Background: an optimization exercise with open tools, aiming at small area. Do not read the settings as production practice.
In this exercise RTL edits were held to simulation tests only and were not proved equivalent to the original.
Power figures rest on the tool's default switching activity, not on a simulated workload.

**design/flow/config.mk**
```make
export PLATFORM = sky130hd
export DESIGN_NAME = fetch_unit
export DESIGN_NICKNAME = fetch_unit
export VERILOG_FILES = /design/flow/design.v
export SDC_FILE = /design/flow/constraint.sdc
export NUM_CORES = 4
export LEC_CHECK = 0
export CAP_MARGIN = 0
export CORE_MARGIN = 2
export CORE_UTILIZATION = 70
export CTS_BUF_LIST = sky130_fd_sc_hd__clkbuf_16
export CTS_CLUSTER_DIAMETER = 100
export CTS_CLUSTER_SIZE = 32
export SLEW_MARGIN = 0
```
**design/flow/constraint.sdc**
```tcl
create_clock -name core_clock -period 6.0 [get_ports {clock}]
set_input_delay 1.2000 -clock core_clock [delete_from_list [all_inputs] [get_ports {clock}]]
set_output_delay 1.2000 -clock core_clock [all_outputs]
set_load 0.01 [all_outputs]
```
**design/flow/design.v**
```verilog
package fetch_pkg;
    localparam int xlen = 32;
    localparam int line_bits = 64;
    localparam logic [xlen-1:0] nop_inst = 32'h0000_0013;
    typedef struct packed {
        logic [xlen-1:0] inst;
        logic [xlen-1:0] pc;
        logic [xlen-1:0] npc;
        logic            valid;
    } fetch_packet_t;
    typedef struct packed {
        logic [line_bits-1:0] data;
        logic                 valid;
    } icache_rsp_t;
    typedef struct packed {
        logic            req;
        logic [xlen-1:0] pc;
    } redirect_t;
endpackage
`timescale 1ns/1ps
module fetch_unit #(
    parameter int                          BUF_DEPTH      = 8,
    parameter int                          DECODE_CREDITS = 4,
    parameter logic [fetch_pkg::xlen-1:0]  RESET_PC       = '0
) (
    input  logic                       clock,
    input  logic                       reset,
    input  fetch_pkg::redirect_t       resolved_branch,
    input  fetch_pkg::redirect_t       predicted_branch,
    input  fetch_pkg::icache_rsp_t     icache_rsp,
    input  logic                       credit_return,
    output logic                       icache_req,
    output logic [fetch_pkg::xlen-1:0] icache_addr,
    output fetch_pkg::fetch_packet_t   issue_packet
);
    localparam int xlen  = fetch_pkg::xlen;
    localparam int idx_w = $clog2(BUF_DEPTH);
    localparam int crd_w = $clog2(DECODE_CREDITS + 1);
    logic [xlen-1:0]  inst_q [0:BUF_DEPTH-1];
    logic [xlen-1:0]  pc_q   [0:BUF_DEPTH-1];
    logic [BUF_DEPTH:0] occ;
    logic             busy;
    logic             held;
    logic [crd_w-1:0] credits;
    logic             issue_valid;
    logic             flush;
    logic             fetch_start;
    logic [xlen-1:0]  start_pc;
    logic             push;
    logic             pop;
    logic             live;
    logic             empty;
    logic [xlen-1:0]  word;
    logic [xlen-1:0]  out_pc;
    assign flush = resolved_branch.req;
    assign fetch_start = !reset && !busy && !occ[BUF_DEPTH];
    always_comb begin
        if (resolved_branch.req) begin
            start_pc = resolved_branch.pc;
        end else if (held) begin
            start_pc = pc_q[0];
        end else if (predicted_branch.req) begin
            start_pc = predicted_branch.pc;
        end else begin
            start_pc = pc_q[0] + 32'd4;
        end
    end
    assign icache_req  = fetch_start;
    assign icache_addr = {start_pc[xlen-1:3], 3'b000};
    always_ff @(posedge clock) begin
        if (reset) begin
            busy <= 1'b0;
            held <= 1'b1;
        end else begin
            if (fetch_start) begin
                busy <= 1'b1;
                held <= 1'b0;
            end else begin
                if (icache_rsp.valid) busy <= 1'b0;
                if (resolved_branch.req) held <= 1'b1;
            end
        end
    end
    assign push = busy && icache_rsp.valid && !held && !resolved_branch.req;
    assign word = pc_q[0][2] ? icache_rsp.data[2*xlen-1:xlen] : icache_rsp.data[xlen-1:0];
    always_ff @(posedge clock) begin
        if (reset) begin
            pc_q[0] <= RESET_PC;
        end else if (fetch_start || resolved_branch.req) begin
            pc_q[0] <= start_pc;
        end
    end
    always_ff @(posedge clock) begin
        if (push) begin
            inst_q[0] <= word;
        end
    end
    always_ff @(posedge clock) begin
        if (fetch_start) begin
            for (int k = 1; k < BUF_DEPTH; k++) begin
                pc_q[k]   <= pc_q[k-1];
                inst_q[k] <= inst_q[k-1];
            end
        end
    end
    assign live  = busy && !held;
    assign empty = occ[0] || (occ[1] && live);
    assign pop   = !empty && (credits != '0) && !flush;
    always_ff @(posedge clock) begin
        if (reset) begin
            occ <= (BUF_DEPTH+1)'(1);
        end else if (flush) begin
            occ <= fetch_start ? (BUF_DEPTH+1)'(2) : (BUF_DEPTH+1)'(1);
        end else if (fetch_start && !pop) begin
            occ <= {occ[BUF_DEPTH-1:0], 1'b0};
        end else if (pop && !fetch_start) begin
            occ <= {1'b0, occ[BUF_DEPTH:1]};
        end
    end
    always_ff @(posedge clock) begin
        if (reset) begin
            credits <= crd_w'(DECODE_CREDITS);
        end else begin
            case ({pop, credit_return})
                2'b10:   credits <= credits - 1'b1;
                2'b01:   credits <= credits + 1'b1;
                default: credits <= credits;
            endcase
        end
    end
    always_ff @(posedge clock) begin
        if (reset) begin
            issue_valid <= 1'b0;
        end else begin
            issue_valid <= pop;
        end
    end
    logic [xlen-1:0] out_inst;
    always_comb begin
        out_pc   = '0;
        out_inst = '0;
        for (int k = 0; k < BUF_DEPTH; k++) begin
            out_pc   = out_pc   | (pc_q[k]   & {xlen{occ[k]}});
            out_inst = out_inst | (inst_q[k] & {xlen{occ[k]}});
        end
    end
    always_comb begin
        issue_packet.inst  = out_inst;
        issue_packet.pc    = out_pc;
        issue_packet.npc   = out_pc + 32'd4;
        issue_packet.valid = issue_valid;
    end
endmodule
```
**design/flow/flow/run.sh**
```bash
#!/bin/bash
# Standard ORFS layout, with the port buffers made of the smallest buffer cell
# instead of the default pick. Every port still gets its own buffer.
set -euo pipefail
bash standard.sh "BUFFER_PORTS_ARGS=-buffer_cell sky130_fd_sc_hd__buf_1" finish > make_finish.log 2>&1
```
**design/flow/standard.sh**
```bash
#!/bin/bash
# synth_recipe.tcl (not shown) runs the flow's synth.tcl, then flattens the netlist and writes it again
# the make line also repeats each setting of config.mk as NAME=value (left out here)
make -C /OpenROAD-flow-scripts/flow DESIGN_CONFIG=/design/flow/config.mk WORK_HOME=/design/flow/orfs CLKGATE_MAP_FILE= SYNTH_SCRIPT=/design/flow/synth_recipe.tcl "${@:-finish}"
```
==> results of run 1 <==
==> routing by layer <==
metal,vias to the layer above,GRT usage (%)
met5,-,0
met4,2,8.72
met3,101,5.04
met2,855,50.0
met1,7212,47.1
li1,6239,-
==> cell type report <==
class | count | area, sq um
clock buffer | 21 | 526
clock inverter | 15 | 72.6
fill | 1923 | 7210
inverter | 15 | 82.6
multi-input combinational | 802 | 5440
sequential | 527 | 15400
tap | 396 | 495
timing repair buffer | 293 | 1240
==> worst max path at each step <==
stage / depth (start not counted) / startpoint / to / slack [ns]
3_3_place_gp: 6 / predicted_branch[32] / icache_addr[21] / 1.25
2_1_floorplan: 8 / reset / pc_q[0][24] / 0.54
4_1_cts: 8 / occ[1] / issue_packet[32] / 1.04
5_1_grt: 8 / occ[1] / issue_packet[32] / 0.77
3_5_place_dp: 6 / predicted_branch[32] / icache_addr[21] / 1.23
6_report: 8 / occ[1] / issue_packet[32] / 1.03
==> cell families after synthesis <==
group | Yosys count
simple gates | 311
buf+inv | 156
compound gates | 399
fa+ha+maj | 4
mux | 40
other cells | 1
flops | 527
xor+xnor | 45
==> registers in the layout (all words and copies together) (netlist names) <==
signal and cells:
pc_q 256, held 1, busy 1, inst_q 256
credits 3, occ 9, issue_valid 1
==> cells in the final DEF, fill, tap and decap left out, types with 32 or more instances in the layout <==
cell type,synthesis,final
a22oi_1,275,275
dfxtp_1,47,38
buf_4,37,32
edfxtp_1,480,480
nor2_1,66,66
a21oi_1,32,32
nand4_1,82,82
mux2_2,34,34
nand2_1,60,60
buf_1,23,259
==> power breakdown <==
| group | total (uW) | internal [uW] | leakage [uW] | switching (uW) |
|---|---|---|---|---|
| Sequential | 4390 | 4240 | 0.00494 | 157 |
| Combinational | 704 | 230 | 0.00203 | 473 |
| Clock | 1700 | 657 | 0.000343 | 1040 |
| Total | 6800 | 5120 | 0.00731 | 1670 |
==> worst reg2reg max path, cell delays in order, from the launching register on <==
cell and delay (ns):
dfxtp_2 0.92, buf_4 0.45, nand3b_1 0.13, o311a_1 0.17
inv_1 0.20, ha_1 0.23, inv_1 0.07, fa_1 0.38
xor2_1 0.16, or3_1 0.30, nand3_1 0.08
==> metrics by stage <==
stage	hold slack, ns	setup WS [ns]	power (uW)	cell area, sq um
final	0.440	1.03	6800	23200
after global routing	0.453	0.772	7010	23200
after CTS	0.445	1.04	6800	23200
after detailed placement	0.434	1.23	5160	22600
after global placement	0.429	1.25	5140	22600
after floorplan	0.403	0.537	4890	21600
==> out/summary.txt, run 1 <==
outcome: timing/DRC/antenna clean
port buffer count: 260
mean post-synth cell area: 14.5 sq um
worst reg2reg path endpoint: credits[2]
average wire per standard cell: 25.4 um
routability cong.: 0.903
global-route wire length before repair: 80.0 mm
share of cells above drive strength 1: 6.75%
CTS max path bufs: 3
Worst Hold Endpoint: inst_q[2][27]
met1 wire length: 21.2 mm
final number of setup-violating endpoints: 0
core area: 30400 sq um
DRT Wirelength: 52.5 mm
HP Class: reg2reg
CTS buffer count: 20
Final period util: 82.9%
Iteration-0 DRC Markers: 1958
cell row count: 64
Top cell by count, worst path: nand4_1
unrepaired setup endpoints after global routing: no
highest routed layer: met5
Fin Clk Skew: 0.0199 ns
Die Ht: 179 um
met2 wire len: 24.9 mm
clock insertion delay at the later pin of the skew report: 0.55 ns
root buf cell: clkbuf_16
Slew HR: 17.7%
highest clock rate: 201 MHz
met3 WL: 4.96 mm
Synth Area in XOR/XNOR: 1.83%
hold path start: inst_q[1][27]
Mapped Area: 21600 sq um
via-per-instance ratio: 6.96
I/O pin count: 264
DRC Markers: 0
critical path data arrival time: 3.77 ns
CP max-delay cell: dfxtp_2
critical path peak fanout: 32
Yosys Warn Count: 3
count of different cell masters after synthesis: 67
vias in the first global route: 13693
synthesized-area fraction occupied by adder cells: 0.267%
Max-Cap Viols: 0
Starting Density: 70.8%
Crit path required time: 4.80 ns
Synth top area share: 66.9%
leakage power: 0.00731 uW
Slew Viols, Final: 0
Max rail drop VDD: 0.000318 V
H-tree depth: 1
share of synthesized registers carrying an async set or reset: 0%
Setup TNS Final: 0 ns
Synth top cells by count: 480 x edfxtp_1, 275 x a22oi_1, 82 x nand4_1
# resized after CTS: 0
complex-gate fraction of the synthesized area: 13.4%
CP Capture Type: output pin
Post-CTS Setup Inserts: 0
top cells by area, synth: edfxtp_1 67%, a22oi_1 9.6%, dfxtp_1 4.4%
Detailed Place HPWL: 33.1 mm
leading area contributor after synthesis: edfxtp_1
cell family with most CP delay: simple AND/OR/NAND/NOR gates
number of enable flip-flop cells after synthesis: 480
Hold Crit Depth: 0
Post-synth top flop: edfxtp_1
hold violation count in the final report: 0
CTS sink cnt: 527
vias after detailed routing: 14409
net count reported at finish: 1797
P&R area growth vs syn: 7.74%
total gr overflow: 0
reg2reg setup slack: 2.85 ns
final std cells w/o fill: 2069
sequential fraction of the synthesis area: 71.2%
top-count cell post-synth: edfxtp_1
worst reg2reg path depth: 10
delay of the slowest cell on the worst path: 0.92 ns
post-synthesis mux area share: 2.05%
Die ar.: 32200 sq um
die width: 179 um
hold buffer count at cts: 0
Final ANT Viol Nets: 0
largest net degree at the start of global routing: 201
Reg clk slew, reported paths: 0.12 ns
dpl cells: 2033
Ant. Diodes: 0
Worst Path Buf+Inv: 2
CTS tree: done
Worst R2R Start: occ[1]
simple-gate portion of the synthesized area: 7.64%
Detailed Routing Iterations Pass 1: 5
Synth Register Bits: 527
initial antenna violation count: 1
largest family of logic cells by synthesized area: compound AO/OA/AOI/OAI gates
fin crit period: 4.97 ns
Worst-Margin Slew: 1.24 ns
worst setup path class: reg2out
Layout Utilization: 76.3%
crit path cell chain: buf_4, a22oi_1, nand4_1, nand4_1, nor2_1, nand4_1, xnor2_1, buf_1
Power Density: 293 nW/um^2
startpoint types: register
total track usage: 31.8%
Mapped Cells: 1483
==> run 2, diff against run 1 <==
--- a/design/flow/design.v
+++ b/design/flow/design.v
@@ -43,3 +43,3 @@
     logic             held;
-    logic [crd_w-1:0] credits;
+    logic [crd_w-1:0] used;
     logic             issue_valid;
@@ -48,3 +48,2 @@
     logic [xlen-1:0]  start_pc;
-    logic             push;
     logic             pop;
@@ -56,13 +55,11 @@
     assign fetch_start = !reset && !busy && !occ[BUF_DEPTH];
-    always_comb begin
-        if (resolved_branch.req) begin
-            start_pc = resolved_branch.pc;
-        end else if (held) begin
-            start_pc = pc_q[0];
-        end else if (predicted_branch.req) begin
-            start_pc = predicted_branch.pc;
-        end else begin
-            start_pc = pc_q[0] + 32'd4;
-        end
-    end
+    logic [xlen-1:0] seq_pc;
+    assign seq_pc = {pc_q[0][xlen-1:2] + (xlen-2)'(!held), pc_q[0][1:0]};
+    logic sel_res, sel_pred, sel_seq;
+    assign sel_res  = resolved_branch.req;
+    assign sel_pred = !resolved_branch.req && predicted_branch.req && !held;
+    assign sel_seq  = !resolved_branch.req && !(predicted_branch.req && !held);
+    assign start_pc = (resolved_branch.pc & {xlen{sel_res}})
+                    | (predicted_branch.pc & {xlen{sel_pred}})
+                    | (seq_pc & {xlen{sel_seq}});
     assign icache_req  = fetch_start;
@@ -83,9 +80,6 @@
     end
-    assign push = busy && icache_rsp.valid && !held && !resolved_branch.req;
     assign word = pc_q[0][2] ? icache_rsp.data[2*xlen-1:xlen] : icache_rsp.data[xlen-1:0];
     always_ff @(posedge clock) begin
-        if (reset) begin
-            pc_q[0] <= RESET_PC;
-        end else if (fetch_start || resolved_branch.req) begin
-            pc_q[0] <= start_pc;
+        if (reset || fetch_start || resolved_branch.req) begin
+            pc_q[0] <= reset ? RESET_PC : start_pc;
         end
@@ -93,3 +87,3 @@
     always_ff @(posedge clock) begin
-        if (push) begin
+        if (icache_rsp.valid) begin
             inst_q[0] <= word;
@@ -107,3 +101,3 @@
     assign empty = occ[0] || (occ[1] && live);
-    assign pop   = !empty && (credits != '0) && !flush;
+    assign pop   = !empty && !used[crd_w-1] && !flush;
     always_ff @(posedge clock) begin
@@ -121,8 +115,8 @@
         if (reset) begin
-            credits <= crd_w'(DECODE_CREDITS);
+            used <= '0;
         end else begin
             case ({pop, credit_return})
-                2'b10:   credits <= credits - 1'b1;
-                2'b01:   credits <= credits + 1'b1;
-                default: credits <= credits;
+                2'b10:   used <= used + 1'b1;
+                2'b01:   used <= used - 1'b1;
+                default: used <= used;
             endcase
--- a/design/flow/config.mk
+++ b/design/flow/config.mk
@@ -9,6 +9,6 @@
 export CORE_MARGIN = 2
-export CORE_UTILIZATION = 70
+export CORE_UTILIZATION = 60
 export CTS_BUF_LIST = sky130_fd_sc_hd__clkbuf_16
-export CTS_CLUSTER_DIAMETER = 100
-export CTS_CLUSTER_SIZE = 32
+export CTS_CLUSTER_DIAMETER = 120
+export CTS_CLUSTER_SIZE = 28
 export SLEW_MARGIN = 0
==> run 2 against run 1 <==
  * Highest routed layer unchanged
  * Largest cell class unchanged
  * Still clean on timing, DRC and antenna
  * Synthesized cell count decreased by 7.4%
  * Maximum frequency is 4.8% lower
  * Critical path type unchanged
  * Setup slack worse by 0.25 ns
==> out/summary.txt, run 2 <==
Synth top area share: 72.3% (+5.4 points)
Max rail drop VDD: 0.000268 V (-16%)
CTS buffer count: 22 (+10%)
largest net degree at the start of global routing: 186 (-7.5%)
most frequent cells in the layout: 512 x edfxtp_1, 257 x a22oi_1, 257 x buf_1
Post-DP Area: 22400 sq um (-1.2%)
CTS tree: done
Die ar.: 37000 sq um (+15%)
overall power: 6810 uW (+0.12%)
Final period util: 87.1% (+4.2 points)
hold violation count in the final report: 0 (unchanged)
HP Class: reg2reg
vias in the first global route: 12388 (-9.5%)
Net Sw Frac: 23.7% (-0.94 points)
Ant. Diodes: 0 (unchanged)
leakage power: 0.00727 uW (-0.53%)
total track usage: 26.5% (-5.2 points)
critical path data arrival time: 4.02 ns (+0.25 ns)
CP Capture Type: output pin
Max-Cap Viols: 0 (unchanged)
share of synthesized registers carrying an async set or reset: 0% (unchanged)
Post-CTS Setup Inserts: 0 (unchanged)
Worst-Margin Slew: 1.01 ns (-0.227 ns)
largest family of logic cells by synthesized area: compound AO/OA/AOI/OAI gates
Mapped Cells: 1373 (-7.4%)
Reg clk slew, reported paths: 0.10 ns (-0.02 ns)
vias after detailed routing: 13072 (-9.3%)
Post-synth top flop: edfxtp_1
Setup TNS Final: 0 ns (unchanged)
Top Registers: inst_q x256, pc_q x256, occ x9
net count reported at finish: 1697 (-5.6%)
DRC Markers: 0 (unchanged)
Detailed Place HPWL: 30.8 mm (-6.9%)
hold buffer count at cts: 0 (unchanged)
Final ANT Viol Nets: 0 (unchanged)
post-synthesis mux area share: 2.12% (+0.063 points)
Fin Clk Skew: 0.0144 ns (-0.00558 ns)
CTS sink cnt: 527 (unchanged)
Pint: 5190 uW (+1.4%)
delay of the slowest cell on the worst path: 0.92 ns (about the same)
share of cells above drive strength 1: 6.10% (-0.66 points)
via-per-instance ratio: 6.44 (-7.5%)
part of the power in the clock network: 25.6% (+0.6 points)
fin crit period: 5.22 ns (+0.250 ns)
P&R area growth vs syn: 8.12%
routability cong.: 0.801 (-11%)
final number of setup-violating endpoints: 0 (unchanged)
count of different cell masters after synthesis: 48 (-28%)
final instance area: 23000 sq um (-0.97%)
commonest non-fill, non-tap cell in the layout: edfxtp_1
Yosys Warn Count: 3 (unchanged)
synthesized-area fraction occupied by adder cells: 0.329% (+0.062 points)
highest clock rate: 191 MHz (-4.8%)
Reg power frac: 65.5% (+0.9 points)
total gr overflow: 0 (unchanged)
part of the power in combinational logic: 8.9% (-1.5 points)
crit path cell chain: a22oi_1, nand4_1, and2_1, nand4_1, nor2_1, and3_1, xor2_1, buf_1
Synth Register Bits: 527 (unchanged)
core area: 34700 sq um (+14%)
critical path peak fanout: 32 (unchanged)
I/O pin count: 264 (unchanged)
Detailed Routing Iterations Pass 1: 5 (unchanged)
H-tree depth: 1 (unchanged)
top cells by area, synth: edfxtp_1 72%, a22oi_1 9.1%, nand4_1 2.2%
global-route wire length before repair: 73.4 mm (-8.3%)
Synth top cells by count: 512 x edfxtp_1, 257 x a22oi_1, 75 x nand4_1
Top cell by count, worst path: nand4_1
initial antenna violation count: 1 (unchanged)
CTS max path bufs: 3 (unchanged)
Die Ht: 192 um (+7.1%)
clock insertion delay at the later pin of the skew report: 0.56 ns (about the same)
average wire per standard cell: 24.7 um (-2.7%)
number of enable flip-flop cells after synthesis: 512 (+6.7%)
DRT Wirelength: 50.1 mm (-4.5%)
Slew Viols, Final: 0 (unchanged)
Slew HR: 32.8% (+15 points)
sequential fraction of the synthesis area: 73.7% (+2.5 points)
root buf cell: clkbuf_16
port buffer count: 260 (unchanged)
CP max-delay cell: dfxtp_2
top-count cell post-synth: edfxtp_1
cell row count: 68 (+6.3%)
P_sw: 1610 uW (-3.7%)
Starting Density: 61.3% (-9.6 points)
startpoint types: register
Synth Area in XOR/XNOR: 2.31% (+0.48 points)
complex-gate fraction of the synthesized area: 11.0% (-2.4 points)
Power Density: 296 nW/um^2 (+1.1%)
mean post-synth cell area: 15.5 sq um (+6.6%)
outcome: timing/DRC/antenna clean
# resized after CTS: 0 (unchanged)
leading area contributor after synthesis: edfxtp_1
Mapped Area: 21300 sq um (-1.3%)
die width: 192 um (+7.1%)
worst setup path class: reg2out
Crit path required time: 4.80 ns (about the same)
simple-gate portion of the synthesized area: 7.08% (-0.56 points)
unrepaired setup endpoints after global routing: no
Iteration-0 DRC Markers: 1329 (-32%)
-- run 2: per-stage QoR --
step	cells	util [%]	hold slack [ns]	setup WS (ns)
floorplan	1375	-	0.427	-3.67
global placement	1989	64.4	0.428	1.47
detailed placement	1989	64.4	0.433	1.44
CTS	2029	66.3	0.452	0.812
global route	2029	66.3	0.462	0.640
finish	2029	66.3	0.453	0.776
-- run 2: per-layer routing --
layer | GRT usage [%] | wire, um | vias up | part of all wire [%]
met4 | 7.28 | 1260 | 2 | 2.5
met3 | 3.62 | 4140 | 71 | 8.3
met2 | 42.7 | 23700 | 690 | 47
met1 | 38.6 | 21000 | 6517 | 42
met5 | 0 | 10 | - | 0.020
li1 | - | - | 5792 | -
-- run 2: area by class of cell --
type | count | area (sq um)
clock inverter | 18 | 83.8
inverter | 21 | 82.6
sequential | 527 | 15700
multi-input combinational | 706 | 4870
timing repair buffer | 280 | 1150
clock buffer | 22 | 551
fill | 2525 | 11700
tap | 455 | 569
-- run 2: final timing paths --
check / from / endpoint / slack [ns] / cells after the start
worst max-delay path: occ[3] / issue_packet[18] / 0.78 / 8
worst min-delay path: inst_q[2][8] / inst_q[3][8] / 0.45 / 0
worst max register to register: pc_q[0][2] / pc_q[0][30] / 2.55 / 8
worst min register to register: inst_q[2][8] / inst_q[3][8] / 0.45 / 0
-- run 2: kinds of logic (layout without fill, tap and decap cells) --
family / Yosys count / in the layout
other cells: 1 / 3
buf+inv: 142 / 341
xor+xnor: 56 / 56
fa+ha+maj: 5 / 5
flops: 527 / 527
simple gates: 280 / 280
mux: 41 / 41
compound gates: 321 / 321
-- run 2: power groups by stage --
stage	combinational (uW)	clock (uW)	sequential (uW)
after floorplan	421	0	4500
after global placement	601	0	4530
after detailed placement	607	0	4540
after CTS	610	1790	4460
after global routing	663	1900	4480
final	607	1740	4460
-- run 2: critical path: cells and delay by family (launching register included) --
| kind | cells | cell delay (ns) |
|---|---|---|
| AOI/OAI and AO/OA | 1 | 0.20 |
| DFF | 1 | 0.92 |
| xor gates and xnor gates | 1 | 0.17 |
| buffers and inverters | 1 | 0.17 |
| and+or+nand+nor | 5 | 1.97 |
==> run 3, diff against run 2 <==
--- a/design/flow/design.v
+++ b/design/flow/design.v
@@ -47,2 +47,5 @@
     logic             fetch_start;
+    logic             stay;
+    logic             load0;
+    logic             keep0;
     logic [xlen-1:0]  start_pc;
@@ -54,3 +57,4 @@
     assign flush = resolved_branch.req;
-    assign fetch_start = !reset && !busy && !occ[BUF_DEPTH];
+    assign fetch_start = !reset && !busy && (|occ[BUF_DEPTH-1:0]);
+    assign stay        = reset || busy || occ[BUF_DEPTH];
     logic [xlen-1:0] seq_pc;
@@ -81,18 +85,15 @@
     assign word = pc_q[0][2] ? icache_rsp.data[2*xlen-1:xlen] : icache_rsp.data[xlen-1:0];
+    assign load0 = !reset && (fetch_start || resolved_branch.req);
+    assign keep0 = !reset && !resolved_branch.req && (busy || occ[BUF_DEPTH]);
     always_ff @(posedge clock) begin
-        if (reset || fetch_start || resolved_branch.req) begin
-            pc_q[0] <= reset ? RESET_PC : start_pc;
-        end
+        pc_q[0] <= (start_pc & {xlen{load0}}) | (pc_q[0] & {xlen{keep0}})
+                 | (RESET_PC & {xlen{reset}});
     end
     always_ff @(posedge clock) begin
-        if (icache_rsp.valid) begin
-            inst_q[0] <= word;
-        end
+        inst_q[0] <= (word & {xlen{icache_rsp.valid}}) | (inst_q[0] & {xlen{!busy}});
     end
     always_ff @(posedge clock) begin
-        if (fetch_start) begin
-            for (int k = 1; k < BUF_DEPTH; k++) begin
-                pc_q[k]   <= pc_q[k-1];
-                inst_q[k] <= inst_q[k-1];
-            end
+        for (int k = 1; k < BUF_DEPTH; k++) begin
+            pc_q[k]   <= (pc_q[k-1] & {xlen{fetch_start}})   | (pc_q[k] & {xlen{stay}});
+            inst_q[k] <= (inst_q[k-1] & {xlen{fetch_start}}) | (inst_q[k] & {xlen{stay}});
         end
--- a/design/flow/config.mk
+++ b/design/flow/config.mk
@@ -13,2 +13,4 @@
 export CTS_CLUSTER_SIZE = 28
+export GPL_ROUTABILITY_DRIVEN = 0
+export GPL_TIMING_DRIVEN = 0
 export SLEW_MARGIN = 0
==> run 3 against run 2 <==
  * Maximum frequency down 2.5%
  * First-iteration DRC count grew 71%
  * Hold slack better by 0.029 ns
  * Final area up 0.14%
  * Core utilization grew 0.58 points
  * Sequential share of layout area fell by 22 points
  * Largest cell class unchanged
==> out/summary.txt, run 3 <==
outcome: timing/DRC/antenna clean
Hold WS: 0.482 ns (+0.0290 ns)
largest net degree at the start of global routing: 29 (-84%)
vias after detailed routing: 19427 (+49%)
HP Class: reg2reg
Iteration-0 DRC Markers: 2279 (+71%)
top cells by area, synth: dfxtp_1 50%, a22o_1 18%, a22oi_1 9.5%
sequential fraction of the synthesis area: 50.4% (-23 points)
die width: 191 um (-0.83%)
initial antenna violation count: 0 (-1)
CTS max path bufs: 3 (unchanged)
critical path data arrival time: 4.16 ns (+0.14 ns)
Post-DP Area: 22500 sq um (+0.41%)
sequential cell area: 10600 sq um (-33%)
Synth top cells by count: 527 x dfxtp_1, 432 x a22o_1, 264 x a22oi_1
crit path from: occ[1]
CTS buffer count: 22 (unchanged)
largest family of logic cells by synthesized area: compound AO/OA/AOI/OAI gates
simple-gate portion of the synthesized area: 7.90% (+0.82 points)
Slew HR: 17.6% (-15 points)
CP Capture Type: output pin
Final WS setup: 0.644 ns (-0.132 ns)
hold violation count in the final report: 0 (unchanged)
H-tree depth: 1 (unchanged)
reg2reg setup slack: 2.60 ns (+0.05 ns)
Starting Density: 60.7% (-0.58 points)
fillers: 2954 (+17%)
synthesized-area fraction occupied by adder cells: 0.335% (+0.0056 points)
post-synthesis mux area share: 2.01% (-0.11 points)
average wire per standard cell: 26.2 um (+6.0%)
Max-Cap Viols: 0 (unchanged)
P&R area growth vs syn: 10.1%
CTS tree: done
fin crit period: 5.36 ns (+0.132 ns)
Post-synth top flop: dfxtp_1
Worst R2R Start: occ[5]
Final period util: 89.3% (+2.2 points)
leakage power: 0.00859 uW (+18%)
core area: 34500 sq um (-0.74%)
Power Density: 461 nW/um^2 (+56%)
footprint of the multi-input gates: 9350 sq um (+92%)
Detailed Place HPWL: 48.6 mm (+58%)
count of different cell masters after synthesis: 57 (+19%)
worst reg2reg path depth: 6 (-2)
DRC Markers: 0 (unchanged)
DRT Wirelength: 73.5 mm (+47%)
startpoint types: register
Mapped Cells: 2069 (+51%)
Yosys Warn Count: 3 (unchanged)
root buf cell: clkbuf_16
final number of setup-violating endpoints: 0 (unchanged)
Die ar.: 36400 sq um (-1.6%)
clock insertion delay at the later pin of the skew report: 0.59 ns (+0.03 ns)
Die Ht: 191 um (-0.83%)
I/O pin count: 264 (unchanged)
Slew Viols, Final: 0 (unchanged)
Setup TNS Final: 0 ns (unchanged)
number of enable flip-flop cells after synthesis: 0 (-100%)
vias in the first global route: 18327 (+48%)
Setup WS pre-CTS: 1.38 ns (-0.0569 ns)
complex-gate fraction of the synthesized area: 32.3% (+21 points)
cell row count: 68 (unchanged)
total gr overflow: 0 (unchanged)
Post-CTS Setup Inserts: 0 (unchanged)
leading area contributor after synthesis: dfxtp_1
worst setup path class: reg2out
worst reg2reg path endpoint: occ[4]
Reg clk slew, reported paths: 0.11 ns (about the same)
share of synthesized registers carrying an async set or reset: 0% (unchanged)
Synth Area in XOR/XNOR: 2.09% (-0.21 points)
top-count cell post-synth: dfxtp_1
port buffer count: 257 (-1.2%)
critical path peak fanout: 10 (-69%)
Fin Clk Skew: 0.0175 ns (+0.00313 ns)
Top Registers: inst_q x256, pc_q x256, occ x9
net count reported at finish: 2491 (+47%)
share of cells above drive strength 1: 5.02% (-1.1 points)
Mapped Area: 20900 sq um (-1.7%)
final instance area: 23000 sq um (+0.14%)
Worst-Margin Slew: 1.24 ns (+0.229 ns)
CTS sink cnt: 527 (unchanged)
total track usage: 39.4% (+13 points)
commonest non-fill, non-tap cell in the layout: dfxtp_1
Synth top area share: 50.4% (-22 points)
Layout Utilization: 66.8% (+0.58 points)
# resized after CTS: 0 (unchanged)
Synth Register Bits: 527 (unchanged)
Ant. Diodes: 0 (unchanged)
highest clock rate: 187 MHz (-2.5%)
Detailed Routing Iterations Pass 1: 8 (+3)
most frequent cells in the layout: 527 x dfxtp_1, 432 x a22o_1, 282 x buf_1
mean post-synth cell area: 10.1 sq um (-35%)
unrepaired setup endpoints after global routing: no
via-per-instance ratio: 6.92 (+7.4%)
Final ANT Viol Nets: 0 (unchanged)
global-route wire length before repair: 109 mm (+49%)
Crit path required time: 4.80 ns (about the same)
Max rail drop VDD: 0.000290 V (+8.2%)
Critical Path Sink: issue_packet[27]
hold buffer count at cts: 0 (unchanged)
==> run 3: through the flow <==
stage,total power (uW),std cells
final,10600,2807
after global routing,11000,2807
after CTS,10500,2807
after detailed placement,8760,2783
after global placement,8660,2783
after floorplan,7520,2071
==> run 3: area by class of cell <==
class,instances,share of cell area (%)
buffer,206,3.72
multi-input combinational,1294,40.6
clock buffer,22,2.39
clock inverter,2,0.103
timing repair buffer,257,4.19
sequential,527,45.8
tap,455,2.47
inverter,44,0.717
==> run 3: worst min-delay path by stage <==
stage	startpoint	endpoint	slack, ns	cells after the start
2_1_floorplan	pc_q[7][0]	pc_q[7][0]	0.44	1
3_3_place_gp	pc_q[7][9]	pc_q[7][9]	0.46	1
3_5_place_dp	pc_q[7][29]	pc_q[7][29]	0.46	1
4_1_cts	inst_q[0][6]	inst_q[0][6]	0.48	2
5_1_grt	pc_q[7][22]	pc_q[7][22]	0.50	1
6_report	inst_q[0][30]	inst_q[0][30]	0.48	2
==> run 3: power breakdown <==
part           leakage (uW)  switching, uW  internal [uW]  total (uW)
Sequential          0.00432           1000           4700        5700
Clock              0.000278           1100            670        1770
Combinational       0.00399           1850           1280        3130
==> run 3: layer usage <==
metal / track usage, % / share of wire, % / vias up
li1: - / - / 8484
met1: 51.1 / 39 / 9387
met2: 62.7 / 45 / 1321
met3: 6.46 / 10 / 235
met4: 21.7 / 5.7 / 0
met5: 0 / 0 / -
==> run 3: logic make-up after synthesis <==
kind of cell	count (synthesis)
xor+xnor	50
compound gates	872
fa+ha+maj	5
mux	38
simple gates	326
flops	527
buf+inv	250
other cells	1
==> run 3: critical path, stage by stage (launching register included) <==
cell and delay, ns:
dfxtp_1 0.48, clkbuf_1 0.78, a22oi_1 0.17, nand4_1 0.35, ha_1 0.25, nand3_1 0.18
nor2_1 0.76, nand4_1 0.22, xnor2_1 0.21, buf_1 0.17
==> run 4, diff against run 3 <==
--- a/design/flow/config.mk
+++ b/design/flow/config.mk
@@ -13,4 +13,2 @@
 export CTS_CLUSTER_SIZE = 28
-export GPL_ROUTABILITY_DRIVEN = 0
-export GPL_TIMING_DRIVEN = 0
 export SLEW_MARGIN = 0
==> run 4 against run 3 <==
  * Still clean on timing, DRC and antenna
  * Core utilization decreased by 1.6 points
  * Via count decreased by 9.8%
  * Cell count decreased by 6.2%
  * Clock skew up 0.014 ns
  * Critical endpoint unchanged
  * Largest power group unchanged
==> out/summary.txt, run 4 <==
mean post-synth cell area: 10.1 sq um (unchanged)
Synth top area share: 50.4% (unchanged)
simple-gate portion of the synthesized area: 7.90% (unchanged)
Worst R2R Start: occ[6]
number of enable flip-flop cells after synthesis: 0 (unchanged)
hold buffer count at cts: 0 (unchanged)
port buffer count: 260 (+1.2%)
dpl cells: 2607 (-6.3%)
CP Capture Type: output pin
Slew HR: 17.4% (-0.21 points)
Starting Density: 60.7% (unchanged)
P&R area growth vs syn: 7.40%
HP Class: reg2reg
critical path peak fanout: 38 (+28)
Mapped Area: 20900 sq um (unchanged)
total track usage: 30.1% (-9.2 points)
die width: 191 um (unchanged)
post-synthesis mux area share: 2.01% (unchanged)
leakage power: 0.00833 uW (-3.0%)
average wire per standard cell: 21.5 um (-18%)
Die ar.: 36400 sq um (unchanged)
DRC Markers: 0 (unchanged)
clock insertion delay at the later pin of the skew report: 0.57 ns (-0.02 ns)
synthesized-area fraction occupied by adder cells: 0.335% (unchanged)
Power Density: 452 nW/um^2 (-1.8%)
largest net degree at the start of global routing: 220 (+660%)
share of synthesized registers carrying an async set or reset: 0% (unchanged)
final std cells w/o fill: 2632 (-6.2%)
count of different cell masters after synthesis: 57 (unchanged)
sequential fraction of the synthesis area: 50.4% (unchanged)
Synth Register Bits: 527 (unchanged)
unrepaired setup endpoints after global routing: no
Worst-Margin Slew: 1.24 ns (+0.00178 ns)
global-route wire length before repair: 89.4 mm (-18%)
part of the power in the clock network: 17.0% (+0.3 points)
outcome: timing/DRC/antenna clean
vias in the first global route: 16407 (-10%)
Slew Viols, Final: 0 (unchanged)
commonest non-fill, non-tap cell in the layout: dfxtp_1
total gr overflow: 0 (unchanged)
core area: 34500 sq um (unchanged)
share of cells above drive strength 1: 5.10% (+0.082 points)
Setup TNS Final: 0 ns (unchanged)
highest clock rate: 196 MHz (+5.1%)
Final ANT Viol Nets: 0 (unchanged)
Post-synth top flop: dfxtp_1
I/O pin count: 264 (unchanged)
most frequent cells in the layout: 517 x dfxtp_1, 432 x a22o_1, 264 x a22oi_1
CTS tree: done
Layout Utilization: 65.2% (-1.6 points)
worst setup path class: reg2out
Fin Clk Skew: 0.0314 ns (+0.0139 ns)
CTS max path bufs: 3 (unchanged)
Top Registers: inst_q x256, pc_q x256, occ x9
initial antenna violation count: 0 (unchanged)
crit path from: occ[6]
Final period util: 85.0% (-4.3 points)
Post-CTS Setup Inserts: 0 (unchanged)
net count reported at finish: 2315 (-7.1%)
largest family of logic cells by synthesized area: compound AO/OA/AOI/OAI gates
Max-Cap Viols: 0 (unchanged)
Yosys Warn Count: 3 (unchanged)
Crit path required time: 4.80 ns (about the same)
# resized after CTS: 0 (unchanged)
top cells by area, synth: dfxtp_1 50%, a22o_1 18%, a22oi_1 9.5%
Reg clk slew, reported paths: 0.11 ns (about the same)
Hold WS: 0.475 ns (-0.00741 ns)
Detailed Place HPWL: 33.4 mm (-31%)
reg2reg setup slack: 2.14 ns (-0.46 ns)
final number of setup-violating endpoints: 0 (unchanged)
vias after detailed routing: 17518 (-9.8%)
root buf cell: clkbuf_16
Max rail drop VDD: 0.000286 V (-1.5%)
top-count cell post-synth: dfxtp_1
H-tree depth: 1 (unchanged)
Critical Path Sink: issue_packet[27]
Reg power frac: 56.6% (+2.8 points)
cell row count: 68 (unchanged)
worst reg2reg path endpoint: pc_q[5][3]
CTS buffer count: 22 (unchanged)
fillers: 2871 (-2.8%)
hold violation count in the final report: 0 (unchanged)
worst reg2reg path depth: 6 (unchanged)
Iteration-0 DRC Markers: 1599 (-30%)
Die Ht: 191 um (unchanged)
fin crit period: 5.10 ns (-0.258 ns)
routability cong.: 0.838
leading area contributor after synthesis: dfxtp_1
startpoint types: register
Synth top cells by count: 527 x dfxtp_1, 432 x a22o_1, 264 x a22oi_1
CTS sink cnt: 527 (unchanged)
via-per-instance ratio: 6.66 (-3.8%)
Detailed Routing Iterations Pass 1: 5 (-3)
part of the power in combinational logic: 26.4% (-3.1 points)
critical path data arrival time: 3.90 ns (-0.26 ns)
Net Sw Frac: 35.0% (-2.2 points)
overall power: 10200 uW (-4.2%)
Mapped Cells: 2069 (unchanged)
DRT Wirelength: 56.6 mm (-23%)
complex-gate fraction of the synthesized area: 32.3% (unchanged)
Ant. Diodes: 0 (unchanged)
P_sw: 3560 uW (-10%)
Pint: 6600 uW (-0.82%)
Synth Area in XOR/XNOR: 2.09% (unchanged)
==> run 4: worst min path at each step <==
stage / depth (start not counted) / slack [ns] / endpoint / from
2_1_floorplan: 1 / 0.44 / pc_q[7][0] / pc_q[7][0]
3_3_place_gp: 1 / 0.46 / pc_q[7][8] / pc_q[7][8]
3_5_place_dp: 1 / 0.46 / pc_q[7][8] / pc_q[7][8]
4_1_cts: 2 / 0.48 / inst_q[0][5] / inst_q[0][5]
5_1_grt: 1 / 0.51 / inst_q[7][1] / inst_q[7][1]
6_report: 2 / 0.48 / inst_q[0][8] / inst_q[0][8]
==> run 4: worst max-delay path, cell delays in order (launching register included) <==
cell and delay (ns):
dfxtp_2 1.05, a22oi_1 0.17, nand4_1 0.27, ha_1 0.23, nand3_1 0.15, nor2_1 0.80, nand4_1 0.24, xnor2_1 0.25
buf_1 0.17
==> run 4: final cells by class <==
class / instances / area [sq um] / area share, %
Clock buffer: 22 / 551 / 2.45
Clock inverter: 3 / 25.0 / 0.111
Inverter: 44 / 173 / 0.769
Multi-Input combinational cell: 1294 / 9360 / 41.7
Sequential cell: 527 / 10600 / 47.0
Tap cell: 455 / 569 / 2.53
Timing Repair Buffer: 287 / 1220 / 5.42
==> run 4: metal layers <==
metal  wire length, um  vias up  global-route usage [%]
li1                  -     8114                       -
met1             24900     8633                    41.5
met2             26200      664                    48.5
met3              3290      107                    3.00
met4              2260        0                    12.5
met5                 0        -                       0
==> run 4: power groups by stage <==
stage	Clock [uW]	Sequential (uW)	Combinational (uW)
finish	1730	5740	2680
global route	1890	5880	2970
CTS	1760	5710	2680
detailed placement	0	5770	2680
global placement	0	5760	2610
floorplan	0	5420	2100
==> run 4: cell families after synthesis <==
family	Yosys count
buf+inv	250
fa+ha+maj	5
simple gates	326
flops	527
other cells	1
mux	38
compound gates	872
xor+xnor	50
==> run 4: per-stage QoR <==
| step | cell area [sq um] | setup WS (ns) |
|---|---|---|
| 2_1_floorplan | 20900 | 2.43 |
| 5_1_grt | 22500 | 0.587 |
| 3_5_place_dp | 21900 | 1.51 |
| 6_report | 22500 | 0.902 |
| 3_3_place_gp | 21900 | 1.68 |
| 4_1_cts | 22500 | 0.959 |
==> run 5, diff against run 4 <==
--- a/design/flow/design.v
+++ b/design/flow/design.v
@@ -48,4 +48,2 @@
     logic             stay;
-    logic             load0;
-    logic             keep0;
     logic [xlen-1:0]  start_pc;
@@ -59,11 +57,14 @@
     assign stay        = reset || busy || occ[BUF_DEPTH];
+    logic            inc;
     logic [xlen-1:0] seq_pc;
-    assign seq_pc = {pc_q[0][xlen-1:2] + (xlen-2)'(!held), pc_q[0][1:0]};
+    assign inc    = fetch_start && !held;
+    assign seq_pc = {pc_q[0][xlen-1:2] + (xlen-2)'(inc), pc_q[0][1:0]};
     logic sel_res, sel_pred, sel_seq;
-    assign sel_res  = resolved_branch.req;
-    assign sel_pred = !resolved_branch.req && predicted_branch.req && !held;
-    assign sel_seq  = !resolved_branch.req && !(predicted_branch.req && !held);
+    assign sel_res  = !reset && resolved_branch.req;
+    assign sel_pred = !resolved_branch.req && predicted_branch.req && inc;
+    assign sel_seq  = !reset && !resolved_branch.req && !(predicted_branch.req && inc);
     assign start_pc = (resolved_branch.pc & {xlen{sel_res}})
                     | (predicted_branch.pc & {xlen{sel_pred}})
-                    | (seq_pc & {xlen{sel_seq}});
+                    | (seq_pc & {xlen{sel_seq}})
+                    | (RESET_PC & {xlen{reset}});
     assign icache_req  = fetch_start;
@@ -85,7 +86,4 @@
     assign word = pc_q[0][2] ? icache_rsp.data[2*xlen-1:xlen] : icache_rsp.data[xlen-1:0];
-    assign load0 = !reset && (fetch_start || resolved_branch.req);
-    assign keep0 = !reset && !resolved_branch.req && (busy || occ[BUF_DEPTH]);
     always_ff @(posedge clock) begin
-        pc_q[0] <= (start_pc & {xlen{load0}}) | (pc_q[0] & {xlen{keep0}})
-                 | (RESET_PC & {xlen{reset}});
+        pc_q[0] <= start_pc;
     end
--- a/design/flow/config.mk
+++ b/design/flow/config.mk
@@ -11,4 +11,4 @@
 export CTS_BUF_LIST = sky130_fd_sc_hd__clkbuf_16
-export CTS_CLUSTER_DIAMETER = 120
-export CTS_CLUSTER_SIZE = 28
+export CTS_CLUSTER_DIAMETER = 150
+export CTS_CLUSTER_SIZE = 32
 export SLEW_MARGIN = 0
==> run 5 against run 4 <==
  * Flip-flop and latch count stayed put
  * Critical path type is now in2out
  * Final area shrank 2.6%
  * Routed wire length decreased by 8.2%
  * Highest routed layer unchanged
  * Register-to-register slack improved by 0.53 ns
  * Critical path depth rose by 5
  * Synthesized area decreased by 1.5%
  * Non-clock buffer count decreased by 1
  * Still clean on timing, DRC and antenna
  * Hold slack about the same
==> out/summary.txt, run 5 <==
Synth top area share: 51.2% (+0.75 points)
Worst-Margin Slew: 1.12 ns (-0.117 ns)
Synth top cells by count: 527 x dfxtp_1, 412 x a22o_1, 283 x a22oi_1
critical path data arrival time: 3.95 ns (+0.05 ns)
I/O pin count: 264 (unchanged)
global-route wire length before repair: 81.7 mm (-8.6%)
final number of setup-violating endpoints: 0 (unchanged)
Detailed Routing Iterations Pass 1: 6 (+1)
via-per-instance ratio: 6.52 (-2.0%)
# resized after CTS: 0 (unchanged)
highest clock rate: 194 MHz (-0.96%)
average wire per standard cell: 20.7 um (-3.7%)
Top Registers: inst_q x256, pc_q x256, occ x9
share of cells above drive strength 1: 5.53% (+0.43 points)
Synth Register Bits: 527 (unchanged)
DRT Wirelength: 51.9 mm (-8.2%)
die width: 189 um (-0.72%)
CP max-delay cell: nor4_4
Hold WS: 0.475 ns (+0.000189 ns)
Detailed Place HPWL: 29.8 mm (-11%)
total track usage: 27.6% (-2.5 points)
most frequent cells in the layout: 517 x dfxtp_1, 412 x a22o_1, 283 x a22oi_1
largest net degree at the start of global routing: 236 (+7.3%)
Power Density: 475 nW/um^2 (+5.1%)
H-tree depth: 1 (unchanged)
net count reported at finish: 2201 (-4.9%)
Fin Clk Skew: 0.0208 ns (-0.0106 ns)
hold buffer count at cts: 0 (unchanged)
outcome: timing/DRC/antenna clean
Reg clk slew, reported paths: 0.11 ns (about the same)
Final ANT Viol Nets: 0 (unchanged)
HP Class: reg2reg
Post-synth top flop: dfxtp_1
crit path cell chain: buf_1, buf_4, a211o_2, nor2_1, ha_1, ha_1, nand3_1, nor4_4, nand2_2, nor3_1, xnor2_1, o21ai_1, buf_1
worst setup path class: in2out
vias in the first global route: 15086 (-8.1%)
CP Capture Type: output pin
Die ar.: 35800 sq um (-1.4%)
total gr overflow: 0 (unchanged)
top cells by area, synth: dfxtp_1 51%, a22o_1 18%, a22oi_1 10%
Iteration-0 DRC Markers: 1686 (+5.4%)
CTS tree: done
port buffer count: 260 (unchanged)
leading area contributor after synthesis: dfxtp_1
routability cong.: 0.796 (-5.0%)
initial antenna violation count: 0 (unchanged)
number of enable flip-flop cells after synthesis: 0 (unchanged)
share of synthesized registers carrying an async set or reset: 0% (unchanged)
delay of the slowest cell on the worst path: 0.50 ns (-0.55 ns)
vias after detailed routing: 16370 (-6.6%)
CTS max path bufs: 3 (unchanged)
CTS buffer count: 20 (-9.1%)
Worst R2R Start: occ[2]
cell row count: 67 (-1.5%)
Post-CTS Setup Inserts: 0 (unchanged)
dpl cells: 2488 (-4.6%)
Mapped Cells: 1969 (-4.8%)
Setup TNS Final: 0 ns (unchanged)
critical path peak fanout: 10 (-74%)
Slew Viols, Final: 0 (unchanged)
core area: 33700 sq um (-2.2%)
top-count cell post-synth: dfxtp_1
sequential fraction of the synthesis area: 51.2% (+0.75 points)
Starting Density: 61.1% (+0.45 points)
DRC Markers: 0 (unchanged)
commonest non-fill, non-tap cell in the layout: dfxtp_1
fin crit period: 5.15 ns (+0.0496 ns)
clock insertion delay at the later pin of the skew report: 0.56 ns (about the same)
Final period util: 85.8% (+0.83 points)
final std cells w/o fill: 2510 (-4.6%)
Crit path required time: 4.80 ns (about the same)
unrepaired setup endpoints after global routing: no
Slew HR: 25.3% (+7.9 points)
reg2reg setup slack: 2.67 ns (+0.53 ns)
worst reg2reg path endpoint: pc_q[0][26]
Die Ht: 189 um (-0.72%)
worst reg2reg path depth: 11 (+5)
Yosys Warn Count: 3 (unchanged)
count of different cell masters after synthesis: 52 (-8.8%)
mean post-synth cell area: 10.5 sq um (+3.5%)
P&R area growth vs syn: 6.18%
Hold Crit Depth: 2 (unchanged)
Ant. Diodes: 0 (unchanged)
root buf cell: clkbuf_16
CTS sink cnt: 527 (unchanged)
hold violation count in the final report: 0 (unchanged)
fillers: 2809 (-2.2%)
Worst Hold Endpoint: inst_q[1][14]
Max-Cap Viols: 0 (unchanged)
startpoint types: primary input
hold path start: inst_q[1][14]
Mapped Area: 20600 sq um (-1.5%)
Max rail drop VDD: 0.000263 V (-8.1%)
leakage power: 0.00811 uW (-2.6%)
run 5: cell count changes in the layout (fill, tap and decap cells not counted), moves of 14 or more:
cell	delta
o21ai_0	-19
a21oi_1	-17
nor2_1	-14
a22oi_1	+19
a22o_1	-20
nand2_1	-38
run 5: through the flow:
| step | total power [uW] | area (sq um) | utilization [%] | setup slack (ns) |
|---|---|---|---|---|
| floorplan | 7830 | 20600 | - | 1.31 |
| global placement | 8640 | 21300 | 63.3 | 0.892 |
| detailed placement | 8720 | 21300 | 63.3 | 0.819 |
| CTS | 10400 | 21900 | 64.9 | 0.794 |
| global route | 11000 | 21900 | 64.9 | 0.493 |
| finish | 10400 | 21900 | 64.9 | 0.852 |
run 5: routing by layer:
metal / part of all wire, % / global-route usage (%) / vias to the layer above
li1: - / - / 7677
met1: 46 / 40.3 / 8006
met2: 45 / 43.8 / 617
met3: 6.9 / 3.50 / 70
met4: 1.8 / 6.62 / 0
met5: 0 / 0 / -
run 5: layout make-up:
| type | instances | area (sq um) | area share, % |
|---|---|---|---|
| sequential | 527 | 10600 | 48.3 |
| multi-input combinational | 1180 | 8830 | 40.4 |
| timing repair buffer | 286 | 1200 | 5.47 |
| tap | 448 | 561 | 2.56 |
| clock buffer | 21 | 526 | 2.40 |
| inverter | 47 | 184 | 0.841 |
| clock inverter | 1 | 20.0 | 0.0915 |
run 5: cells by family after synthesis:
family                     Yosys count  synth area share (%)
AOI/OAI and AO/OA                  822                  31.2
xor gates and xnor gates            55                  2.34
adders and majority gates            5                 0.340
buffers and inverters              264                  6.07
DFF                                527                  51.2
muxes                               32                  1.75
other                                1                0.0182
and+or+nand+nor                    263                  7.04
run 5: worst max-delay path by stage:
stage            from               to  slack [ns]  cells past startpoint
6_report        reset  icache_addr[26]        0.85                     13
5_1_grt        occ[2]  icache_addr[26]        0.49                     12
4_1_cts        occ[2]  icache_addr[26]        0.79                     12
3_5_place_dp    reset  icache_addr[26]        0.82                     13
3_3_place_gp    reset  icache_addr[26]        0.89                     13
2_1_floorplan   reset  icache_addr[26]        1.31                     12
run 5: critical path: cells and delay by family:
kind / cells / cell delay, ns
AND/OR/NAND/NOR: 5 / 1.32
buffers and inverters: 3 / 0.41
XOR/XNOR: 1 / 0.09
adder cells (fa/ha/maj): 2 / 0.51
AO/OA/AOI/OAI: 2 / 0.42
run 5: power breakdown:
group	internal, uW	total [uW]	switching, uW
sequential	4820	5860	1040
combinational	1300	2840	1540
clock	644	1700	1050
==> run 6, diff against run 5 <==
--- a/design/flow/config.mk
+++ b/design/flow/config.mk
@@ -11,4 +11,4 @@
 export CTS_BUF_LIST = sky130_fd_sc_hd__clkbuf_16
-export CTS_CLUSTER_DIAMETER = 150
-export CTS_CLUSTER_SIZE = 32
+export CTS_CLUSTER_DIAMETER = 120
+export CTS_CLUSTER_SIZE = 28
 export SLEW_MARGIN = 0
==> run 6 against run 5 <==
  * Still clean
  * Sequential share of layout area shrank 0.063 points
  * Synthesized area is the same
  * Sequential power is essentially flat
  * Cell count is essentially flat
  * Register-to-register slack lost 0.02 ns
  * Highest routed layer unchanged
==> out/summary.txt, run 6 <==
outcome: timing/DRC/antenna clean
most frequent cells in the layout: 517 x dfxtp_1, 412 x a22o_1, 283 x a22oi_1
vias in the first global route: 15100 (+0.093%)
count of different cell masters after synthesis: 52 (unchanged)
HP Class: reg2reg
root buf cell: clkbuf_16
Yosys Warn Count: 3 (unchanged)
hold buffer count at cts: 0 (unchanged)
CP max-delay cell: nor4_4
total gr overflow: 0 (unchanged)
startpoint types: primary input
top cells by area, synth: dfxtp_1 51%, a22o_1 18%, a22oi_1 10%
Slew Viols, Final: 0 (unchanged)
Fin Clk Skew: 0.0230 ns (+0.00222 ns)
initial antenna violation count: 0 (unchanged)
cell row count: 67 (unchanged)
Die Ht: 189 um (unchanged)
Max rail drop VDD: 0.000269 V (+2.2%)
Starting Density: 61.1% (unchanged)
I/O pin count: 264 (unchanged)
via-per-instance ratio: 6.52 (about the same)
Post-CTS Setup Inserts: 0 (unchanged)
CTS sink cnt: 527 (unchanged)
Power Density: 476 nW/um^2 (+0.11%)
DRT Wirelength: 52.0 mm (+0.14%)
Synth Register Bits: 527 (unchanged)
Final WS setup: 0.847 ns (-0.00537 ns)
crit path cell chain: buf_1, buf_4, a211o_2, nor2_1, ha_1, ha_1, nand3_1, nor4_4, nand2_2, nor3_1, xnor2_1, o21ai_1, buf_1
critical path peak fanout: 10 (unchanged)
Detailed Routing Iterations Pass 1: 5 (-1)
Final period util: 85.9% (+0.089 points)
Iteration-0 DRC Markers: 1665 (-1.2%)
Max-Cap Viols: 0 (unchanged)
sequential fraction of the synthesis area: 51.2% (unchanged)
H-tree depth: 1 (unchanged)
leakage power: 0.00812 uW (+0.12%)
routability cong.: 0.796 (unchanged)
fin crit period: 5.15 ns (+0.00537 ns)
Detailed Place HPWL: 29.8 mm (unchanged)
core area: 33700 sq um (unchanged)
clock insertion delay at the later pin of the skew report: 0.57 ns (about the same)
dpl cells: 2488 (unchanged)
highest clock rate: 194 MHz (-0.10%)
CTS max path bufs: 3 (unchanged)
vias after detailed routing: 16382 (+0.073%)
Slew HR: 27.1% (+1.9 points)
final std cells w/o fill: 2512 (+0.080%)
commonest non-fill, non-tap cell in the layout: dfxtp_1
overall power: 10400 uW (+0.24%)
Post-synth top flop: dfxtp_1
leading area contributor after synthesis: dfxtp_1
critical path data arrival time: 3.95 ns (about the same)
final number of setup-violating endpoints: 0 (unchanged)
Ant. Diodes: 0 (unchanged)
Hold WS: 0.477 ns (+0.00211 ns)
fillers: 2822 (+0.46%)
net count reported at finish: 2203 (+0.091%)
CTS buffer count: 22 (+10%)
worst setup path class: in2out
mean post-synth cell area: 10.5 sq um (unchanged)
delay of the slowest cell on the worst path: 0.50 ns (about the same)
Mapped Area: 20600 sq um (unchanged)
largest net degree at the start of global routing: 236 (unchanged)
Worst-Margin Slew: 1.09 ns (-0.0280 ns)
Reg clk slew, reported paths: 0.10 ns (about the same)
Setup WS pre-CTS: 0.819 ns (unchanged)
grt met2 use: 43.8% (+0.056 points)
unrepaired setup endpoints after global routing: no
Final ANT Viol Nets: 0 (unchanged)
average wire per standard cell: 20.7 um (about the same)
global-route met3 utilization: 3.34% (-0.17 points)
Setup TNS Final: 0 ns (unchanged)
Mapped Cells: 1969 (unchanged)
Die ar.: 35800 sq um (unchanged)
share of synthesized registers carrying an async set or reset: 0% (unchanged)
P&R area growth vs syn: 6.32%
global-route wire length before repair: 81.8 mm (+0.14%)
GRT Max-Usage Layer: met2
CTS tree: done
port buffer count: 260 (unchanged)
CP Capture Type: output pin
die width: 189 um (unchanged)
top-count cell post-synth: dfxtp_1
met1 Track Usage GR: 40.3% (about the same)
Synth top area share: 51.2% (unchanged)
Synth top cells by count: 527 x dfxtp_1, 412 x a22o_1, 283 x a22oi_1
number of enable flip-flop cells after synthesis: 0 (unchanged)
Top Registers: inst_q x256, pc_q x256, occ x9
DRC Markers: 0 (unchanged)
total track usage: 27.7% (+0.096 points)
Crit path required time: 4.80 ns (about the same)
share of cells above drive strength 1: 5.62% (+0.092 points)
# resized after CTS: 0 (unchanged)
hold violation count in the final report: 0 (unchanged)
run 6: metrics by stage:
stage               utilization (%)  area [sq um]
floorplan                         -         20600
global placement               63.3         21300
detailed placement             63.3         21300
CTS                            65.0         21900
global route                   65.0         21900
finish                         65.0         21900
run 6: path summary, 6_finish.rpt:
check | start | to | slack (ns) | depth (start not counted)
max | reset | icache_addr[26] | 0.85 | 13
min | inst_q[0][6] | inst_q[0][6] | 0.48 | 2
min reg2reg | inst_q[0][6] | inst_q[0][6] | 0.48 | 2
max reg2reg | occ[2] | pc_q[0][26] | 2.65 | 11
run 6: kinds of logic (layout without fill, tap and decap cells):
group	count (synthesis)	after routing	synth area share, %
and+or+nand+nor	263	263	7.04
xor gates and xnor gates	55	55	2.34
other	1	3	0.0182
AOI/OAI and AO/OA	822	822	31.2
adders and majority gates	5	5	0.340
buffers and inverters	264	357	6.07
DFF	527	527	51.2
muxes	32	32	1.75
run 6: final cells by class:
class                           instances  area [sq um]  area share, %
Clock buffer                           22           551           2.51
Inverter                               47           184          0.840
Tap cell                              448           561           2.56
Clock inverter                          2          23.8          0.109
Timing Repair Buffer                  286          1200           5.46
Multi-Input combinational cell       1180          8830           40.3
Sequential cell                       527         10600           48.2
run 6: critical path, delay by kind of cell:
| kind | cells | cell delay (ns) |
|---|---|---|
| AO/OA/AOI/OAI | 2 | 0.42 |
| XOR/XNOR | 1 | 0.09 |
| adder cells (fa/ha/maj) | 2 | 0.50 |
| buffers and inverters | 3 | 0.41 |
| AND/OR/NAND/NOR | 5 | 1.32 |
run 6: routing by layer:
| metal | vias to the layer above | part of all wire (%) |
|---|---|---|
| li1 | 7692 | - |
| met1 | 8034 | 46 |
| met2 | 577 | 45 |
| met3 | 79 | 6.3 |
| met4 | 0 | 2.2 |
| met5 | - | 0 |
run 6: report_power, final:
part / switching, uW / leakage (uW) / internal [uW]
sequential: 1040 / 0.00433 / 4820
clock: 1050 / 0.000278 / 669
combinational: 1540 / 0.00351 / 1300
==> run 7, diff against run 6 <==
--- a/design/flow/config.mk
+++ b/design/flow/config.mk
@@ -10,5 +10,5 @@
 export CORE_UTILIZATION = 60
-export CTS_BUF_LIST = sky130_fd_sc_hd__clkbuf_16
-export CTS_CLUSTER_DIAMETER = 120
-export CTS_CLUSTER_SIZE = 28
+export CTS_BUF_LIST = sky130_fd_sc_hd__clkbuf_8
+export CTS_CLUSTER_DIAMETER = 60
+export CTS_CLUSTER_SIZE = 14
 export SLEW_MARGIN = 0
==> run 7 against run 6 <==
  * First-iteration DRC count shrank 2.7%
  * Total power rose by 0.40%
  * Maximum frequency is 0.25% lower
  * Clock skew fell by 0.0050 ns
  * Register-to-register slack about the same
  * Largest power group unchanged
  * Largest cell class unchanged
  * Setup slack lost 0.013 ns
  * Combinational power about the same
==> out/summary.txt, run 7 <==
outcome: timing/DRC/antenna clean
Max-Cap Viols: 0 (unchanged)
cell family with most CP delay: simple AND/OR/NAND/NOR gates
DRC Markers: 0 (unchanged)
hold buffer count at cts: 0 (unchanged)
DRT Wirelength: 52.5 mm (+0.85%)
footprint of the multi-input gates: 8830 sq um (unchanged)
final number of setup-violating endpoints: 0 (unchanged)
total track usage: 28.0% (+0.29 points)
Power Density: 476 nW/um^2 (+0.14%)
Setup WS pre-CTS: 0.819 ns (unchanged)
routability cong.: 0.796 (unchanged)
Post-CTS Setup Inserts: 0 (unchanged)
Final WS setup: 0.834 ns (-0.0129 ns)
Synth top cells by count: 527 x dfxtp_1, 412 x a22o_1, 283 x a22oi_1
HP Class: reg2reg
Die Ht: 189 um (unchanged)
worst setup path class: in2out
CTS buffer count: 43 (+95%)
sequential fraction of the synthesis area: 51.2% (unchanged)
net count reported at finish: 2224 (+0.95%)
hold violation count in the final report: 0 (unchanged)
global-route wire length before repair: 82.5 mm (+0.83%)
Worst-Margin Slew: 1.11 ns (+0.0193 ns)
top-count cell post-synth: dfxtp_1
root buf cell: clkbuf_8
largest net degree at the start of global routing: 236 (unchanged)
Fin Clk Skew: 0.0181 ns (-0.00499 ns)
overall power: 10500 uW (+0.40%)
clock insertion delay at the later pin of the skew report: 0.58 ns (about the same)
crit path cell chain: buf_1, buf_4, a211o_2, nor2_1, ha_1, ha_1, nand3_1, nor4_4, nand2_2, nor3_1, xnor2_1, o21ai_1, buf_1
Max rail drop VDD: 0.000351 V (+30%)
Slew HR: 25.9% (-1.3 points)
Mapped Cells: 1969 (unchanged)
H-tree depth: 2 (+1)
CTS tree: done
top cells by area, synth: dfxtp_1 51%, a22o_1 18%, a22oi_1 10%
port buffer count: 260 (unchanged)
CTS max path bufs: 3 (unchanged)
Ant. Diodes: 0 (unchanged)
via-per-instance ratio: 6.53 (+0.11%)
Detailed Place HPWL: 29.8 mm (unchanged)
initial antenna violation count: 0 (unchanged)
vias after detailed routing: 16557 (+1.1%)
Mapped Area: 20600 sq um (unchanged)
count of different cell masters after synthesis: 52 (unchanged)
Post-synth top flop: dfxtp_1
sequential cell area: 10600 sq um (unchanged)
fillers: 2842 (+0.71%)
Final ANT Viol Nets: 0 (unchanged)
P&R area growth vs syn: 6.59%
CP Capture Type: output pin
unrepaired setup endpoints after global routing: no
most frequent cells in the layout: 517 x dfxtp_1, 412 x a22o_1, 283 x a22oi_1
number of enable flip-flop cells after synthesis: 0 (unchanged)
Reg clk slew, reported paths: 0.09 ns (about the same)
cell row count: 67 (unchanged)
mean post-synth cell area: 10.5 sq um (unchanged)
vias in the first global route: 15277 (+1.2%)
leading area contributor after synthesis: dfxtp_1
highest clock rate: 194 MHz (-0.25%)
delay of the slowest cell on the worst path: 0.50 ns (about the same)
Synth top area share: 51.2% (unchanged)
Starting Density: 61.1% (unchanged)
core area: 33700 sq um (unchanged)
Worst Path Buf+Inv: 3 (unchanged)
die width: 189 um (unchanged)
fin crit period: 5.17 ns (+0.0129 ns)
startpoint types: primary input
Final period util: 86.1% (+0.22 points)
Slew Viols, Final: 0 (unchanged)
I/O pin count: 264 (unchanged)
Iteration-0 DRC Markers: 1620 (-2.7%)
Setup TNS Final: 0 ns (unchanged)
Synth Register Bits: 527 (unchanged)
Layout Utilization: 65.2% (+0.17 points)
CTS sink cnt: 527 (unchanged)
share of synthesized registers carrying an async set or reset: 0% (unchanged)
Die ar.: 35800 sq um (unchanged)
CP max-delay cell: nor4_4
# resized after CTS: 0 (unchanged)
commonest non-fill, non-tap cell in the layout: dfxtp_1
critical path data arrival time: 3.97 ns (+0.02 ns)
critical path peak fanout: 10 (unchanged)
share of cells above drive strength 1: 6.61% (+0.99 points)
Crit path required time: 4.80 ns (about the same)
total gr overflow: 0 (unchanged)
average wire per standard cell: 20.7 um (-0.10%)
Top Registers: inst_q x256, pc_q x256, occ x9
Detailed Routing Iterations Pass 1: 8 (+3)
leakage power: 0.00818 uW (+0.74%)
Yosys Warn Count: 3 (unchanged)
==> run 7: final timing paths <==
path | from | end | slack (ns) | depth (start not counted)
max reg2reg | occ[2] | pc_q[0][26] | 2.64 | 11
min reg2reg | inst_q[1][14] | inst_q[1][14] | 0.47 | 2
min | inst_q[1][14] | inst_q[1][14] | 0.47 | 2
max | reset | icache_addr[26] | 0.83 | 13
==> run 7: kinds of logic after synthesis <==
kind of cell    after synthesis  synth area share [%]
mux                          32                  1.75
fa+ha+maj                     5                 0.340
simple gates                263                  7.04
flops                       527                  51.2
xor+xnor                     55                  2.34
buf+inv                     264                  6.07
compound gates              822                  31.2
other cells                   1                0.0182
==> run 7: final cells by class <==
cell class,instances,area share (%)
Clock inverter,3,0.0570
Inverter,47,0.837
Tap cell,448,2.55
Multi-Input combinational cell,1180,40.2
Clock buffer,45,2.82
Sequential cell,527,48.1
Timing Repair Buffer,286,5.45
==> run 7: per-stage QoR <==
stage	area, sq um	hold WS (ns)	cells
after detailed placement	21300	0.456	2488
after global routing	22000	0.491	2536
after global placement	21300	0.456	2488
final	22000	0.472	2536
after floorplan	20600	0.443	1971
after CTS	22000	0.471	2536
==> run 7: per-layer routing <==
metal  global-route usage [%]  routed length [um]  vias to the layer above
li1                         -                   -                     7722
met5                        0                   0                        -
met1                     40.8               24200                     8102
met2                     43.8               23500                      659
met4                     7.78                1070                        0
met3                     3.74                3730                       74
==> run 7: tightest hold or removal path, stage by stage, from the launching register on <==
cell and delay (ns):
dfxtp_1 0.33, nand2_1 0.05, o21ai_1 0.05
==> run 7: power breakdown <==
part | internal [uW] | switching, uW
combinational | 1300 | 1540
clock | 674 | 1090
sequential | 4820 | 1040
total | 6800 | 3670

-- port drivers added, routing unchanged --
Ports are ideal in the flow. The routed layouts listed here were re-timed in OpenROAD.
Step 1 assumes that a clkbuf_16 drives the clock port and a buf_2 every other input.
Step 2 adds t to the input delays and takes it off the output delays; t is the mean of the earliest and latest rising clock arrival at the registers after step 1. Input paths then give back, and output paths get back, about the clock's delay inside the block.
Three values: ideal, step 1, step 2; two values: the first two.
run | t (ns) | setup slack, ns | hold slack, ns | worst register clock-pin slew, ns
run 1 | 0.595 | 1.026 / 0.969 / 1.108 | 0.440 / 0.440 / 0.440 | 0.12 / 0.12
run 2 | 0.615 | 0.776 / 0.719 / 1.335 | 0.453 / 0.453 / 0.453 | 0.11 / 0.11
run 3 | 0.635 | 0.644 / 0.586 / 1.221 | 0.482 / 0.482 / 0.482 | 0.12 / 0.12
run 4 | 0.614 | 0.902 / 0.846 / 1.460 | 0.475 / 0.475 / 0.475 | 0.11 / 0.11
run 5 | 0.609 | 0.852 / 0.816 / 0.833 | 0.475 / 0.475 / 0.475 | 0.12 / 0.12
run 6 | 0.617 | 0.847 / 0.797 / 0.828 | 0.477 / 0.477 / 0.477 | 0.11 / 0.11
run 7 | 0.626 | 0.834 / 0.784 / 0.815 | 0.472 / 0.472 / 0.472 | 0.10 / 0.10
After both steps every run listed still meets setup and hold.
